This design comes from an exercise in tuning for small area on the open sky130 flow, not from production work.
In this exercise RTL edits were held to simulation tests only and were not proved equivalent to the original.

==> run D <==
## qsfp_ctrl_top
module qsfp_ctrl_top (
   input  logic      clk,
   input  logic      rst_i,
   input  logic      csr_req_valid_i,
   output logic      csr_req_ready_o,
   input  logic      csr_write_i,
   input  logic [11:0] csr_addr_i,
   input  logic [63:0] csr_wdata_i,
   output logic      csr_rsp_valid_o,
   input  logic      csr_rsp_ready_i,
   output logic [63:0] csr_rdata_o,
   output logic      cmd_valid_o,
   output logic [15:0]  cmd_data_o,
   input  logic      cmd_ready_i,
   input  logic      rx_valid_i,
   input  logic [7:0] rx_data_i,
   output logic      rx_ready_o,
   input  logic      modprsl_i,
   input  logic      int_qsfp_i,
   output logic      modesel_o,
   output logic      lpmode_o,
   output logic      softreset_qsfpm_o
);
   logic        ctrl_rst;
   logic        softreset_ctrl;
   logic        poll_en;
   logic        paused;
   logic [5:0]  curr_addr;
   logic        rx_take;
   logic        rx_block;
   logic        sh_wr_en;
   logic [5:0]  sh_wr_addr;
   logic [7:0]  sh_wr_data;
  ...
==> flow/config.mk <==
export PLATFORM = sky130hd
export DESIGN_NAME = qsfp_ctrl_top
export DESIGN_NICKNAME = qsfp_ctrl_top
export VERILOG_FILES = /design/flow/design.v
export SDC_FILE = /design/flow/constraint.sdc
export NUM_CORES = 4
export LEC_CHECK = 0
export CAP_MARGIN = 20
export CORE_MARGIN = 2
export CORE_UTILIZATION = 40
export SLEW_MARGIN = 20
==> flow/constraint.sdc <==
create_clock -name core_clock -period 10.0 [get_ports {clk}]
set_input_delay 2.0000 -clock core_clock [delete_from_list [all_inputs] [get_ports {clk}]]
set_output_delay 2.0000 -clock core_clock [all_outputs]
set_load 0.01 [all_outputs]
standard.sh (not shown) runs the stock make flow with config.mk's settings and CLKGATE_MAP_FILE= SYNTH_SCRIPT=/design/flow/synth_recipe.tcl, a recipe that flattens the netlist after the stock synthesis.
==> flow/flow/run.sh <==
#!/bin/bash
# The standard layout (standard.sh), with two settings changed:
#  - ports are buffered with sky130_fd_sc_hd__buf_1, the smallest buffer,
#    instead of the cell buffer_ports picks by default;
#  - the clock tree uses clkbuf_4 buffers over clusters of up to 10 sinks,
#    without dummy loads.
# make's whole output goes to standard_make.log here; each ORFS step keeps
# its own log under orfs/logs.
set -euo pipefail
bash standard.sh \
  "BUFFER_PORTS_ARGS=-buffer_cell sky130_fd_sc_hd__buf_1" \
  "CTS_ARGS=-sink_clustering_enable -repair_clock_nets -dont_use_dummy_load -buf_list sky130_fd_sc_hd__clkbuf_4 -sink_clustering_size 10 -sink_clustering_max_diameter 50" \
  finish > standard_make.log 2>&1
==> run R: changes against run D <==
--- a/flow/design.v
+++ b/flow/design.v
@@ -40,33 +40,30 @@
    output logic       cmd_valid_o,
    output logic [15:0] cmd_data_o,
    input  logic       cmd_ready_i,
    input  logic       rx_valid_i,
    input  logic [7:0] rx_data_i,
    output logic       rx_ready_o,
    output logic       rx_take_o,
-   output logic       wr_en_o,
    output logic [5:0] wr_addr_o,
    output logic [7:0] wr_data_o,
-   input  logic       wr_done_i,
    output logic       paused_o,
    output logic [5:0] curr_addr_o
 );
    typedef enum logic [1:0] {
       IDLE,
       SEND_CMD,
       WAIT_BYTE
    } poll_state_t;
    poll_state_t state;
    logic        restart;     
    logic [5:0]  curr_addr;
    logic        rx_take;
    logic [7:0]  hold_data;
    logic [5:0]  hold_addr;
-   logic        hold_pend;
    assign rx_ready_o = (state == WAIT_BYTE) && !rx_block_i;
    assign rx_take    = rx_ready_o && rx_valid_i;
    assign rx_take_o  = rx_take;
    assign curr_addr = restart ? 6'd0 : hold_addr + 6'd1;
    always_ff @(posedge clk) begin
       if (rst_i) begin
          state   <= IDLE;
@@ -83,53 +80,47 @@
       end
    end
    always_ff @(posedge clk) begin
       if (rx_take) begin
          hold_data <= rx_data_i;
          hold_addr <= curr_addr;
       end
-      if (rx_take)
-         hold_pend <= 1'b1;
-      else if (wr_done_i)
-         hold_pend <= 1'b0;
    end
    assign cmd_valid_o = (state == SEND_CMD);
    assign cmd_data_o  = {qsfp_cfg_pkg::QSFP_DEV_ADDR, 2'b00, curr_addr};
-   assign wr_en_o     = hold_pend;
    assign wr_addr_o   = hold_addr;
    assign wr_data_o   = hold_data;
-   assign paused_o    = (state == IDLE);
+   assign paused_o    = (state == IDLE) && !poll_en_i;
    assign curr_addr_o = curr_addr;
 endmodule
 `default_nettype wire
 `timescale 1ns/1ps
 `default_nettype none
 module qsfp_shadow_ram (
    input  logic       clk,
-   input  logic       wr_en_i,
    input  logic [5:0] wr_addr_i,
    input  logic [7:0] wr_data_i,
-   output logic       wr_done_o,
    input  logic       frz_req_i,
    input  logic [2:0] frz_word_i,
    input  logic       hold_i,
    output logic       frz_take_o,
    output logic [63:0] frz_data_o
 );
    logic [511:0] ring;      
    logic [4:0]   phase;     
    logic         frz_q;     
    logic [2:0]   frz_w_q;
+   logic         wr_hit;
    logic [15:0]  merged;
    logic         release_now;
    logic         frz_next;
-   assign wr_done_o = wr_en_i && (phase == wr_addr_i[5:1]);
+   assign wr_hit = (phase == wr_addr_i[5:1]);
    always_comb begin
       merged = ring[15:0];
-      if (wr_done_o) begin
+      if (wr_hit) begin
          if (wr_addr_i[0])
             merged[15:8] = wr_data_i;
          else
             merged[7:0] = wr_data_i;
       end
    end
    assign frz_take_o  = !frz_q && frz_req_i && (phase == {frz_word_i + 3'd1, 2'b00});
@@ -225,39 +216,41 @@
    logic        rd_take;
    logic        shadow_rd;
    logic        rsp_take;
    logic        rsp_valid_q;
    logic        shadow_wait_q;
    logic        frozen_q;      
    logic [5:0]  timer_q;
-   logic [2:0]  word_q;
-   logic        sel_id_q;
-   logic        sel_cfg_q;
-   logic        sel_sts_q;
-   logic        sel_sh_q;
-   logic [8:0]  sts_q;
+   logic [2:0]  word_q;       
+   logic        sel_reg_q;    
+   logic        sel_id;
+   logic        sel_cfg;
+   logic        sel_sts;
+   logic [1:0]  pins_q;
    assign is_id     = (csr_addr_i[11:3] == qsfp_csr_pkg::REG_ID[11:3]);
    assign is_sts    = (csr_addr_i[11:3] == qsfp_csr_pkg::REG_STATUS[11:3]);
    assign is_cfg    = (csr_addr_i[11:3] == qsfp_csr_pkg::REG_CONFIG[11:3]);
    assign is_shadow = (csr_addr_i[11:6] == qsfp_csr_pkg::SHADOW_BASE[11:6]);
    assign csr_req_ready_o = !(rsp_valid_q || shadow_wait_q);
    assign req_take        = csr_req_valid_i && csr_req_ready_o;
    assign rd_take         = req_take && !csr_write_i;
    assign shadow_rd       = rd_take && is_shadow;
    assign rsp_take        = rsp_valid_q && csr_rsp_ready_i;
    assign cfg_wr_en_o     = req_take && csr_write_i && is_cfg;
    always_ff @(posedge clk) begin
-      if (rx_take_i)
-         timer_q <= 6'd63;
-      else if (shadow_rd)
+      if (shadow_rd)
          timer_q <= 6'd61;
+      else if (rx_take_i)
+         timer_q <= 6'd63;
       else if (timer_q != 6'd0)
          timer_q <= timer_q - 6'd1;
    end
-   assign rx_block_o = (timer_q != 6'd0) || shadow_wait_q || (rsp_valid_q && sel_sh_q);
+   assign rx_block_o = (timer_q != 6'd0) || shadow_wait_q ||
+                       ((frozen_q || (rsp_valid_q && sel_sts)) && !rsp_take) ||
+                       (rd_take && (is_sts || is_shadow));
    always_ff @(posedge clk) begin
       if (rst_i) begin
          rsp_valid_q   <= 1'b0;
          shadow_wait_q <= 1'b0;
       end else if (shadow_rd) begin
          shadow_wait_q <= 1'b1;
       end else if (req_take) begin
@@ -280,36 +273,36 @@
       else if (frz_take_i)
          frozen_q <= 1'b1;
       else if (rsp_take)
          frozen_q <= 1'b0;
    end
    always_ff @(posedge clk) begin
       if (req_take) begin
-         sel_id_q  <= rd_take && is_id;
-         sel_cfg_q <= rd_take && is_cfg;
-         sel_sts_q <= rd_take && is_sts;
-         sel_sh_q  <= shadow_rd;
+         sel_reg_q <= rd_take && (is_id || is_sts || is_cfg);
          word_q    <= csr_addr_i[5:3];
       end
       if (rd_take && is_sts)
-         sts_q <= {curr_addr_i, paused_i, int_qsfp_i, modprsl_i};
+         pins_q <= {int_qsfp_i, modprsl_i};
    end
    logic [63:0] sts_word;
    always_comb begin
       sts_word = '0;
-      sts_word[qsfp_csr_pkg::STS_MODPRSL]       = sts_q[0];
-      sts_word[qsfp_csr_pkg::STS_INT_QSFP]      = sts_q[1];
-      sts_word[qsfp_csr_pkg::STS_PAUSED]        = sts_q[2];
-      sts_word[qsfp_csr_pkg::STS_CURR_ADDR +: 6] = sts_q[8:3];
-   end
+      sts_word[qsfp_csr_pkg::STS_MODPRSL]       = pins_q[0];
+      sts_word[qsfp_csr_pkg::STS_INT_QSFP]      = pins_q[1];
+      sts_word[qsfp_csr_pkg::STS_PAUSED]        = paused_i;
+      sts_word[qsfp_csr_pkg::STS_CURR_ADDR +: 6] = curr_addr_i;
+   end
+   assign sel_id  = sel_reg_q && (word_q[1:0] == qsfp_csr_pkg::REG_ID[4:3]);
+   assign sel_sts = sel_reg_q && (word_q[1:0] == qsfp_csr_pkg::REG_STATUS[4:3]);
+   assign sel_cfg = sel_reg_q && (word_q[1:0] == qsfp_csr_pkg::REG_CONFIG[4:3]);
    assign csr_rsp_valid_o = rsp_valid_q;
-   assign csr_rdata_o     = (frz_data_i & {64{sel_sh_q}}) |
-                            (sts_word & {64{sel_sts_q}}) |
-                            (cfg_i & {64{sel_cfg_q}}) |
-                            (qsfp_csr_pkg::QSFP_FEATURE_ID & {64{sel_id_q}});
+   assign csr_rdata_o     = (frz_data_i & {64{frozen_q}}) |
+                            (sts_word & {64{sel_sts}}) |
+                            (cfg_i & {64{sel_cfg}}) |
+                            (qsfp_csr_pkg::QSFP_FEATURE_ID & {64{sel_id}});
 endmodule
 `default_nettype wire
 `timescale 1ns/1ps
 `default_nettype none
 module qsfp_ctrl_top (
    input  logic      clk,
    input  logic      rst_i,
@@ -336,18 +329,16 @@
    logic        ctrl_rst;
    logic        softreset_ctrl;
    logic        poll_en;
    logic        paused;
    logic [5:0]  curr_addr;
    logic        rx_take;
    logic        rx_block;
-   logic        sh_wr_en;
    logic [5:0]  sh_wr_addr;
    logic [7:0]  sh_wr_data;
-   logic        sh_wr_done;
    logic        sh_frz_req;
    logic [2:0]  sh_frz_word;
    logic        sh_hold;
    logic        sh_frz_take;
    logic [63:0] sh_frz_data;
    logic        cfg_wr_en;
    logic [63:0] cfg;
@@ -360,27 +351,23 @@
       .cmd_valid_o (cmd_valid_o),
       .cmd_data_o  (cmd_data_o),
       .cmd_ready_i (cmd_ready_i),
       .rx_valid_i  (rx_valid_i),
       .rx_data_i   (rx_data_i),
       .rx_ready_o  (rx_ready_o),
       .rx_take_o   (rx_take),
-      .wr_en_o     (sh_wr_en),
       .wr_addr_o   (sh_wr_addr),
       .wr_data_o   (sh_wr_data),
-      .wr_done_i   (sh_wr_done),
       .paused_o    (paused),
       .curr_addr_o (curr_addr)
    );
    qsfp_shadow_ram u_shadow_ram (
       .clk         (clk),
-      .wr_en_i     (sh_wr_en),
       .wr_addr_i   (sh_wr_addr),
       .wr_data_i   (sh_wr_data),
-      .wr_done_o   (sh_wr_done),
       .frz_req_i   (sh_frz_req),
       .frz_word_i  (sh_frz_word),
       .hold_i      (sh_hold),
       .frz_take_o  (sh_frz_take),
       .frz_data_o  (sh_frz_data)
    );
    qsfp_csr_decoder u_decoder (
==> run A: changes against run D <==
--- a/flow/design.v
+++ b/flow/design.v
@@ -40,33 +40,30 @@
    output logic       cmd_valid_o,
    output logic [15:0] cmd_data_o,
    input  logic       cmd_ready_i,
    input  logic       rx_valid_i,
    input  logic [7:0] rx_data_i,
    output logic       rx_ready_o,
    output logic       rx_take_o,
-   output logic       wr_en_o,
    output logic [5:0] wr_addr_o,
    output logic [7:0] wr_data_o,
-   input  logic       wr_done_i,
    output logic       paused_o,
    output logic [5:0] curr_addr_o
 );
    typedef enum logic [1:0] {
       IDLE,
       SEND_CMD,
       WAIT_BYTE
    } poll_state_t;
    poll_state_t state;
    logic        restart;     
    logic [5:0]  curr_addr;
    logic        rx_take;
    logic [7:0]  hold_data;
    logic [5:0]  hold_addr;
-   logic        hold_pend;
    assign rx_ready_o = (state == WAIT_BYTE) && !rx_block_i;
    assign rx_take    = rx_ready_o && rx_valid_i;
    assign rx_take_o  = rx_take;
    assign curr_addr = restart ? 6'd0 : hold_addr + 6'd1;
    always_ff @(posedge clk) begin
       if (rst_i) begin
          state   <= IDLE;
@@ -83,53 +80,47 @@
       end
    end
    always_ff @(posedge clk) begin
       if (rx_take) begin
          hold_data <= rx_data_i;
          hold_addr <= curr_addr;
       end
-      if (rx_take)
-         hold_pend <= 1'b1;
-      else if (wr_done_i)
-         hold_pend <= 1'b0;
    end
    assign cmd_valid_o = (state == SEND_CMD);
    assign cmd_data_o  = {qsfp_cfg_pkg::QSFP_DEV_ADDR, 2'b00, curr_addr};
-   assign wr_en_o     = hold_pend;
    assign wr_addr_o   = hold_addr;
    assign wr_data_o   = hold_data;
-   assign paused_o    = (state == IDLE);
+   assign paused_o    = (state == IDLE) && !poll_en_i;
    assign curr_addr_o = curr_addr;
 endmodule
 `default_nettype wire
 `timescale 1ns/1ps
 `default_nettype none
 module qsfp_shadow_ram (
    input  logic       clk,
-   input  logic       wr_en_i,
    input  logic [5:0] wr_addr_i,
    input  logic [7:0] wr_data_i,
-   output logic       wr_done_o,
    input  logic       frz_req_i,
    input  logic [2:0] frz_word_i,
    input  logic       hold_i,
    output logic       frz_take_o,
    output logic [63:0] frz_data_o
 );
    logic [511:0] ring;      
    logic [4:0]   phase;     
    logic         frz_q;     
    logic [2:0]   frz_w_q;
+   logic         wr_hit;
    logic [15:0]  merged;
    logic         release_now;
    logic         frz_next;
-   assign wr_done_o = wr_en_i && (phase == wr_addr_i[5:1]);
+   assign wr_hit = (phase == wr_addr_i[5:1]);
    always_comb begin
       merged = ring[15:0];
-      if (wr_done_o) begin
+      if (wr_hit) begin
          if (wr_addr_i[0])
             merged[15:8] = wr_data_i;
          else
             merged[7:0] = wr_data_i;
       end
    end
    assign frz_take_o  = !frz_q && frz_req_i && (phase == {frz_word_i + 3'd1, 2'b00});
@@ -225,39 +216,41 @@
    logic        rd_take;
    logic        shadow_rd;
    logic        rsp_take;
    logic        rsp_valid_q;
    logic        shadow_wait_q;
    logic        frozen_q;      
    logic [5:0]  timer_q;
-   logic [2:0]  word_q;
-   logic        sel_id_q;
-   logic        sel_cfg_q;
-   logic        sel_sts_q;
-   logic        sel_sh_q;
-   logic [8:0]  sts_q;
+   logic [2:0]  word_q;       
+   logic        sel_reg_q;    
+   logic        sel_id;
+   logic        sel_cfg;
+   logic        sel_sts;
+   logic [1:0]  pins_q;
    assign is_id     = (csr_addr_i[11:3] == qsfp_csr_pkg::REG_ID[11:3]);
    assign is_sts    = (csr_addr_i[11:3] == qsfp_csr_pkg::REG_STATUS[11:3]);
    assign is_cfg    = (csr_addr_i[11:3] == qsfp_csr_pkg::REG_CONFIG[11:3]);
    assign is_shadow = (csr_addr_i[11:6] == qsfp_csr_pkg::SHADOW_BASE[11:6]);
    assign csr_req_ready_o = !(rsp_valid_q || shadow_wait_q);
    assign req_take        = csr_req_valid_i && csr_req_ready_o;
    assign rd_take         = req_take && !csr_write_i;
    assign shadow_rd       = rd_take && is_shadow;
    assign rsp_take        = rsp_valid_q && csr_rsp_ready_i;
    assign cfg_wr_en_o     = req_take && csr_write_i && is_cfg;
    always_ff @(posedge clk) begin
-      if (rx_take_i)
-         timer_q <= 6'd63;
-      else if (shadow_rd)
+      if (shadow_rd)
          timer_q <= 6'd61;
+      else if (rx_take_i)
+         timer_q <= 6'd63;
       else if (timer_q != 6'd0)
          timer_q <= timer_q - 6'd1;
    end
-   assign rx_block_o = (timer_q != 6'd0) || shadow_wait_q || (rsp_valid_q && sel_sh_q);
+   assign rx_block_o = (timer_q != 6'd0) || shadow_wait_q ||
+                       ((frozen_q || (rsp_valid_q && sel_sts)) && !rsp_take) ||
+                       (rd_take && (is_sts || is_shadow));
    always_ff @(posedge clk) begin
       if (rst_i) begin
          rsp_valid_q   <= 1'b0;
          shadow_wait_q <= 1'b0;
       end else if (shadow_rd) begin
          shadow_wait_q <= 1'b1;
       end else if (req_take) begin
@@ -280,36 +273,36 @@
       else if (frz_take_i)
          frozen_q <= 1'b1;
       else if (rsp_take)
          frozen_q <= 1'b0;
    end
    always_ff @(posedge clk) begin
       if (req_take) begin
-         sel_id_q  <= rd_take && is_id;
-         sel_cfg_q <= rd_take && is_cfg;
-         sel_sts_q <= rd_take && is_sts;
-         sel_sh_q  <= shadow_rd;
+         sel_reg_q <= rd_take && (is_id || is_sts || is_cfg);
          word_q    <= csr_addr_i[5:3];
       end
       if (rd_take && is_sts)
-         sts_q <= {curr_addr_i, paused_i, int_qsfp_i, modprsl_i};
+         pins_q <= {int_qsfp_i, modprsl_i};
    end
    logic [63:0] sts_word;
    always_comb begin
       sts_word = '0;
-      sts_word[qsfp_csr_pkg::STS_MODPRSL]       = sts_q[0];
-      sts_word[qsfp_csr_pkg::STS_INT_QSFP]      = sts_q[1];
-      sts_word[qsfp_csr_pkg::STS_PAUSED]        = sts_q[2];
-      sts_word[qsfp_csr_pkg::STS_CURR_ADDR +: 6] = sts_q[8:3];
-   end
+      sts_word[qsfp_csr_pkg::STS_MODPRSL]       = pins_q[0];
+      sts_word[qsfp_csr_pkg::STS_INT_QSFP]      = pins_q[1];
+      sts_word[qsfp_csr_pkg::STS_PAUSED]        = paused_i;
+      sts_word[qsfp_csr_pkg::STS_CURR_ADDR +: 6] = curr_addr_i;
+   end
+   assign sel_id  = sel_reg_q && (word_q[1:0] == qsfp_csr_pkg::REG_ID[4:3]);
+   assign sel_sts = sel_reg_q && (word_q[1:0] == qsfp_csr_pkg::REG_STATUS[4:3]);
+   assign sel_cfg = sel_reg_q && (word_q[1:0] == qsfp_csr_pkg::REG_CONFIG[4:3]);
    assign csr_rsp_valid_o = rsp_valid_q;
-   assign csr_rdata_o     = (frz_data_i & {64{sel_sh_q}}) |
-                            (sts_word & {64{sel_sts_q}}) |
-                            (cfg_i & {64{sel_cfg_q}}) |
-                            (qsfp_csr_pkg::QSFP_FEATURE_ID & {64{sel_id_q}});
+   assign csr_rdata_o     = (frz_data_i & {64{frozen_q}}) |
+                            (sts_word & {64{sel_sts}}) |
+                            (cfg_i & {64{sel_cfg}}) |
+                            (qsfp_csr_pkg::QSFP_FEATURE_ID & {64{sel_id}});
 endmodule
 `default_nettype wire
 `timescale 1ns/1ps
 `default_nettype none
 module qsfp_ctrl_top (
    input  logic      clk,
    input  logic      rst_i,
@@ -336,18 +329,16 @@
    logic        ctrl_rst;
    logic        softreset_ctrl;
    logic        poll_en;
    logic        paused;
    logic [5:0]  curr_addr;
    logic        rx_take;
    logic        rx_block;
-   logic        sh_wr_en;
    logic [5:0]  sh_wr_addr;
    logic [7:0]  sh_wr_data;
-   logic        sh_wr_done;
    logic        sh_frz_req;
    logic [2:0]  sh_frz_word;
    logic        sh_hold;
    logic        sh_frz_take;
    logic [63:0] sh_frz_data;
    logic        cfg_wr_en;
    logic [63:0] cfg;
@@ -360,27 +351,23 @@
       .cmd_valid_o (cmd_valid_o),
       .cmd_data_o  (cmd_data_o),
       .cmd_ready_i (cmd_ready_i),
       .rx_valid_i  (rx_valid_i),
       .rx_data_i   (rx_data_i),
       .rx_ready_o  (rx_ready_o),
       .rx_take_o   (rx_take),
-      .wr_en_o     (sh_wr_en),
       .wr_addr_o   (sh_wr_addr),
       .wr_data_o   (sh_wr_data),
-      .wr_done_i   (sh_wr_done),
       .paused_o    (paused),
       .curr_addr_o (curr_addr)
    );
    qsfp_shadow_ram u_shadow_ram (
       .clk         (clk),
-      .wr_en_i     (sh_wr_en),
       .wr_addr_i   (sh_wr_addr),
       .wr_data_i   (sh_wr_data),
-      .wr_done_o   (sh_wr_done),
       .frz_req_i   (sh_frz_req),
       .frz_word_i  (sh_frz_word),
       .hold_i      (sh_hold),
       .frz_take_o  (sh_frz_take),
       .frz_data_o  (sh_frz_data)
    );
    qsfp_csr_decoder u_decoder (
==> flow/flow/run.sh (replaced) <==
#!/bin/bash
# The standard layout (standard.sh), with three settings changed:
#  - ports are buffered with sky130_fd_sc_hd__buf_1, the smallest buffer,
#    instead of the cell buffer_ports picks by default;
#  - the clock tree uses clkbuf_4 buffers over clusters of up to 10 sinks,
#    without dummy loads;
#  - after global routing, repair_timing -recover_power 100 downsizes
#    gates that have slack to spare (RECOVER_POWER).
# make's whole output goes to standard_make.log here; each ORFS step keeps
# its own log under orfs/logs.
set -euo pipefail
bash standard.sh \
  "BUFFER_PORTS_ARGS=-buffer_cell sky130_fd_sc_hd__buf_1" \
  "CTS_ARGS=-sink_clustering_enable -repair_clock_nets -dont_use_dummy_load -buf_list sky130_fd_sc_hd__clkbuf_4 -sink_clustering_size 10 -sink_clustering_max_diameter 50" \
  "RECOVER_POWER=100" \
  finish > standard_make.log 2>&1
==> summary.txt <==
| Result | This run |
|---|---|
| Number of unique standard cell types used by synthesis | 57 |
| Max-cap violation count | 3 |
| Run status | complete, but fails checks |
| Layout violations | max-capacitance violations, max-slew violations |
| Fin. max-slew vios | 192 |
| Top cells by area, synth | dfxtp_1 (58%), edfxtp_1 (27%), a22o_1 (2.0%) |
[end of results for run A]
==> summary.txt <==
| Result | This run |
|---|---|
| Placed Instances | 1657 |
| Run status | no timing/DRC/antenna violations |
| Top cells by area, synth | dfxtp_1 (57%), edfxtp_1 (28%), a22o_1 (2.0%) |
| Multi-In Gates | 303 |
| Number of unique standard cell types used by synthesis | 49 |
| Proportion of synthesized area in mux cells | 0.257% |
| Fin. max-slew vios | 0 |
| Standard-cell rows | 74 |
[end of results for run D]
==> summary.txt <==
| Result | This run |
|---|---|
| Max-cap violation count | 0 |
| Number of unique standard cell types used by synthesis | 57 |
| Fin. max-slew vios | 0 |
| Top cells by area, synth | dfxtp_1 (58%), edfxtp_1 (27%), a22o_1 (2.0%) |
| Run status | no timing/DRC/antenna violations |
| Launch point of the worst reg-to-reg path | u_decoder.frozen_q$_SDFFE_PP0P_ |
| Most common cell after layout, fill and taps aside | dfxtp_1 |
| Post-cts sizing count | 0 |
[end of results for run R]

static timing again, ports no longer ideal:
In the flow no input, the clock included, has a driving cell. The finished layouts below were timed again as built, in two steps. Step 1, drivers: a clkbuf_16 drives clk and a buf_2 each remaining input, both assumed. Step 2 moves the port delays by t, midway between the first and last clock arrival at a register: inputs arrive t later, outputs are due t later. That takes back most of the time a late clock gives input paths. Slacks: no drivers / after step 1 / after step 2; pairs: no drivers / after step 1.
| run | t (ns) | setup WS [ns] | worst hold slack (ns) | pins driven straight from the clock port |
|---|---|---|---|---|
| run D | 0.726 | 5.558 / 5.511 / 5.675 | 0.273 / 0.273 / 0.273 | 1 |
| run R | 0.706 | 4.498 / 4.478 / 4.478 | 0.276 / 0.276 / 0.276 | 1 |
| run A | 0.713 | 3.437 / 3.437 / 3.437 | 0.279 / 0.279 / 0.279 | 1 |
The setup slack of run R, which loses most, moves by -0.020 ns with the drivers and by -0.020 ns with both steps.
